This design comes from an exercise in tuning for small area on the open sky130 flow, not from production work. Only simulation tests tie the RTL to the original design; equivalence was not proved. Power and IR drop assume default switching activity.

===== design.v =====
module decode_register_file #(
    parameter int XLEN   = 32,
    parameter int PEND_W = 2
) (
    input  logic            clk,
    input  logic            rst,
    input  logic            RegWriteW,
    input  logic [4:0]      RDW,
    input  logic [XLEN-1:0] ResultW,
    input  logic [4:0]      A1,
    input  logic [4:0]      A2,
    output logic [XLEN-1:0] RD1,
    output logic [XLEN-1:0] RD2,
    input  logic            IssueD,
    input  logic [4:0]      IssueRdD,
    input  logic            CancelE,
    input  logic [4:0]      CancelRdE,
    output logic            StallD,
    output logic            ErrorW
);
    logic [XLEN-1:0] regs [32];
    logic            wb_en;
    assign wb_en = RegWriteW && (RDW != 5'd0);
    always_ff @(posedge clk) begin
        if (rst) begin
            for (int i = 0; i < 32; i++) begin
                regs[i] <= '0;
            end
        end else if (wb_en) begin
            regs[RDW] <= ResultW;
        end
    end
    always_comb begin
        RD1 = '0;
        RD2 = '0;
        if (A1 != 5'd0) begin
            RD1 = (wb_en && RDW == A1) ? ResultW : regs[A1];
        end
        if (A2 != 5'd0) begin
            RD2 = (wb_en && RDW == A2) ? ResultW : regs[A2];
        end
    end
    localparam logic [PEND_W-1:0] CNT_MAX = '1;
    logic [PEND_W-1:0] cnt_all [32];
    logic [31:0]       underflow;
    logic              stall;
    logic              a1_busy;
    logic              a2_busy;
    logic              issue_full;
    logic              error_reg;
    assign cnt_all[0]   = '0;
    assign underflow[0] = 1'b0;
    for (genvar gi = 1; gi < 32; gi++) begin : g_cnt
        logic [PEND_W-1:0] cnt_reg;
        logic [PEND_W-1:0] cnt_next;
        logic              inc;
        logic              wb_dec;
        logic              cancel_dec;
        logic [PEND_W:0]   up;
        logic [PEND_W:0]   down;
        assign inc        = IssueD && (IssueRdD == 5'(gi)) && !stall;
        assign wb_dec     = RegWriteW && (RDW == 5'(gi));
        assign cancel_dec = CancelE && (CancelRdE == 5'(gi));
        always_comb begin
            up       = {1'b0, cnt_reg} + (PEND_W+1)'(inc);
            down     = (PEND_W+1)'(wb_dec) + (PEND_W+1)'(cancel_dec);
            cnt_next = (up >= down) ? PEND_W'(up - down) : '0;
        end
        assign underflow[gi] = down > {1'b0, cnt_reg};
        assign cnt_all[gi]   = cnt_reg;
        always_ff @(posedge clk) begin
            if (rst) begin
                cnt_reg <= '0;
            end else begin
                cnt_reg <= cnt_next;
            end
        end
    end
    always_comb begin
        a1_busy = (A1 != 5'd0) && (cnt_all[A1] != '0) &&
                  !((cnt_all[A1] == PEND_W'(1)) && RegWriteW && (RDW == A1));
        a2_busy = (A2 != 5'd0) && (cnt_all[A2] != '0) &&
                  !((cnt_all[A2] == PEND_W'(1)) && RegWriteW && (RDW == A2));
        issue_full = IssueD && (IssueRdD != 5'd0) &&
                     (cnt_all[IssueRdD] == CNT_MAX) &&
                     !(RegWriteW && (RDW == IssueRdD)) &&
                     !(CancelE && (CancelRdE == IssueRdD));
        stall = a1_busy || a2_busy || issue_full;
    end
    always_ff @(posedge clk) begin
        if (rst) begin
            error_reg <= 1'b0;
        end else if (|underflow) begin
            error_reg <= 1'b1;
        end
    end
    assign StallD = stall;
    assign ErrorW = error_reg;
endmodule

===== constraint.sdc =====
create_clock -name core_clock -period 6.5 [get_ports {clk}]
set_input_delay 1.3000 -clock core_clock [delete_from_list [all_inputs] [get_ports {clk}]]
set_output_delay 1.3000 -clock core_clock [all_outputs]
set_load 0.01 [all_outputs]

===== config.mk =====
export PLATFORM = sky130hd
export DESIGN_NAME = decode_register_file
export DESIGN_NICKNAME = decode_register_file
export VERILOG_FILES = /design/flow/design.v
export SDC_FILE = /design/flow/constraint.sdc
export NUM_CORES = 4
export LEC_CHECK = 0
export CAP_MARGIN = 20
export CORE_MARGIN = 2
export CORE_UTILIZATION = 35
export SLEW_MARGIN = 20

===== run.sh =====
#!/bin/bash
# synth_recipe.tcl (not shown) runs the flow's synth.tcl, then flattens the netlist and writes it again
# the make line also repeats each setting of config.mk as NAME=value (left out here)
make -C /OpenROAD-flow-scripts/flow DESIGN_CONFIG=/design/flow/config.mk WORK_HOME=/design/flow/orfs CLKGATE_MAP_FILE= SYNTH_SCRIPT=/design/flow/synth_recipe.tcl finish

==> qor.yml <==
status:
  status: "finished clean"
layout:
  regArea_sq_um: 32000
  largest_register_ffs: 1024
  fillCellCount: 16997
  multi_input_area_sq_um: 30300
  syn_to_final_growth_pct: 13.0
  drive_gt1_share_pct: 22.9
  nets: 4965
worst_setup_path:
  cpMostUsedCell: "clkdlybuf4s50_1"
  critical_path_arrival_ns: 5.15
  crit_family: "buffers and inverters"
  crit_chain: "clkdlybuf4s50_1 > xor2_1 > nor4_1 > and3_1 > nand2_4 > o21ai_0 > nor2_1 > buf_4 > clkdlybuf4s50_1"
  worst_setup_path_start_kind: "primary input"
  crit_buf_inv: 3
  path_max_fanout: 42
  end_kind: "primary output"
  path_class: "in -> out"
  slowest_stage: "o21ai_0"
  max_stage_delay_ns: 0.90
  worstPathRequired_ns: 5.20
global_route:
  grt_pass1_vias: 43119
  grt-ovfl-total: 0
  grt_usage_pct: 24.4
  grt_pass1_wl_um: 324000
  grt_max_degree: 74
  grt_antenna_before_repair: 23
placed_design:
  gp_routability_congestion: 0.942
  place_hpwl_um: 139000
  portBuffers: 127
  pre_cts_ws_ns: 0.218
sta:
  finalCriticalPeriod_ns: 6.45
  finalSetupTns_ns: 0
  rsz0062_at_grt: "no"
  fin_crit_sh_pct: 99.2
  slew_violations: 0
  setup_violations: 0
  relSlewSlack_pct: 23.1
  hold_viol: 0
  timing.fmax_ghz: 0.155
  setup_slack_ns: 0.0498
  skew_ns: 0.0102
  tightest_slew_ns: 1.15
detailed_routing:
  wl_met3_um: 23900
  wl_per_cell_um: 31.7
  drc: 0
  topRoutingLayerUsed: "met5"
  avgViaCountPerCell: 5.97
  vias: 43309
  wl_met2_um: 106000
  antenna_left: 0
  drtIter0Drc: 5989
  drt_wl_total_um: 230000
  drt-met1-wl_um: 88300
  dr.pass1.iters: 8
synthesis:
  synth_top_area_cell: "edfxtp_1"
  ys_ff_latch: 1087
  syn_area_per_cell_sq_um: 13.8
  ys_seq_area_share_pct: 49.7
  synth_area_leaders: "edfxtp_1, mux4_2, and2_1"
  synth_edf_count: 1024
  synth_largest_type_area_fraction_pct: 47.7
  yosysWarnings: 2
  syn-instance-count: 4659
  synthFlopType: "edfxtp_1"
  yosysUniqueCellTypes: 77
  synth.top_cells.by_count: "edfxtp_1, and2_1, mux4_2, clkbuf_1, nor2_1"
  mappedNetlistArea_sq_um: 64400
  yosysMostFrequentCell: "edfxtp_1"
  synth-async-reset-ratio_pct: 0
clocking:
  cts_tree: "done"
  clk_pin_slew_ns: 0.06
  hold_buffers: 0
  cts-root-buf: "clkbuf_16"
  cts_buffers: 120
  cts_htree_levels: 3
  clock-sinks: 1087
  clockBufferDepth: 3
  clk_latency_ns: 0.71
  post_cts_buffers: 0
  cts-resized-gates: 0
worst_hold_path:
  min_path_type: "reg -> reg"
floorplan:
  core_sq_um: 183000
  die_area_sq_um: 188000
  rows: 157
  start_util_pct: 35.2
  boundaryPins: 128
  die_x_um: 433
  die_h_um: 433
power:
  max-vdd-ir-drop_mv: 0.277
  p_leak_nw: 25.1
  power_density_nw_per_um2: 240
  p_total_w: 0.0175
job:
  max_cap_viol_count: 0
[final cells by class]
class / count / share of cell area (%)
Timing Repair Buffer: 313 / 4.06
Clock buffer: 152 / 4.33
Inverter: 166 / 0.863
Multi-Input combinational cell: 2998 / 41.6
Tap cell: 2464 / 4.23
Sequential cell: 1087 / 44.0
Antenna cell: 7 / 0.0241
Clock inverter: 70 / 0.940
[power by group]
part / leakage, nW / internal (W) / switching [W] / total, W
clock: 1.85 / 0.00379 / 0.00302 / 0.00681
combinational: 13.0 / 0.00110 / 0.00136 / 0.00246
sequential: 10.3 / 0.00803 / 0.000197 / 0.00822
total: 25.1 / 0.0129 / 0.00458 / 0.0175
[placed cells by master, fill, tap and decap left out, drive strengths merged, types with 7 or more instances in the layout]
| cell type | netlist | final |
|---|---|---|
| fa | 31 | 31 |
| nor3b | 8 | 8 |
| or2 | 32 | 32 |
| and3 | 13 | 13 |
| clkdlybuf4s50 | 0 | 105 |
| mux2i | 27 | 27 |
| nor2 | 213 | 213 |
| dfxtp | 63 | 63 |
| and2 | 993 | 993 |
| a31oi | 14 | 14 |
| a21oi | 78 | 78 |
| xor2 | 16 | 16 |
| o31a | 31 | 31 |
| nand4 | 19 | 19 |
| nand2b | 11 | 11 |
| clkbuf | 288 | 152 |
| o32a | 28 | 28 |
| nand3 | 89 | 89 |
| nand2 | 198 | 198 |
| o21ai | 82 | 82 |
| bufinv | 0 | 9 |
| buf | 151 | 208 |
| edfxtp | 1024 | 1024 |
| nor2b | 17 | 17 |
| nor4 | 49 | 49 |
| mux2 | 10 | 10 |
| nand3b | 14 | 14 |
| diode | 0 | 7 |
| ha | 186 | 186 |
| clkinv | 1 | 57 |
| conb | 1 | 32 |
| inv | 165 | 168 |
| xnor2 | 32 | 32 |
| nor3 | 52 | 52 |
| mux4 | 642 | 642 |
[path summary, 6_finish.rpt]
kind,startpoint,end,slack (ns),depth (start not counted)
min,error_reg,error_reg,0.73,4
min reg2reg,error_reg,error_reg,0.73,4
max,RDW[0],RD1[21],0.05,9
max reg2reg,g_cnt[3].cnt_reg[0],g_cnt[19].cnt_reg[1],1.91,14
[worst register-to-register path, cell delays in order (launching register included)]
cell	delay (ns)
dfxtp_1	0.41
mux2_4	0.31
a21oi_1	0.22
o32ai_1	0.14
a2111o_1	0.38
nor3_2	0.18
o2111ai_2	0.30
buf_4	0.32
nor4_1	0.88
ha_1	0.32
inv_1	0.06
fa_1	0.58
xnor2_1	0.13
o32a_1	0.18
nor2_1	0.04
[metrics by stage]
step	hold slack (ns)	util [%]	cells	cell area, sq um
after floorplan	0.627	-	4690	64600
after global placement	0.688	37.7	7028	69000
after detailed placement	0.718	37.7	7028	69000
after CTS	0.732	39.8	7250	72800
after global routing	0.788	39.8	7251	72800
final	0.733	39.8	7257	72800
[kinds of logic after synthesis]
group / Yosys count / synth area share, %
AOI/OAI and AO/OA: 285 / 2.97
xor gates and xnor gates: 48 / 0.652
adders and majority gates: 217 / 4.57
buffers and inverters: 605 / 3.92
DFF: 1087 / 49.7
muxes: 679 / 23.0
other: 1 / 0.00582
and+or+nand+nor: 1737 / 15.2
[per-layer routing]
layer / GRT usage [%] / vias up
li1: - / 17572
met4: 11.0 / 8
met5: 0 / -
met1: 32.6 / 22532
met3: 5.15 / 521
met2: 38.2 / 2676

-- re-timing with driven ports --
Ports are ideal in the flow. The routed layout listed here was re-timed in OpenROAD. Step 1, drivers: a clkbuf_16 drives clk and a buf_2 each remaining input, both assumed. Step 2 also shifts input and output timing later by t, the mid clock arrival at the registers, as if the neighbouring blocks saw the same clock. Three values: ideal, step 1, step 2; two values: the first two.
t, ns: 0.834
setup slack, ns: 0.050 / 0.025 / 0.025
latest minus earliest clock arrival (ns): 0.102 / 0.102
After both steps setup and hold are still met in this run. The setup slack of this run moves by -0.025 ns with the drivers and by -0.025 ns with both steps.
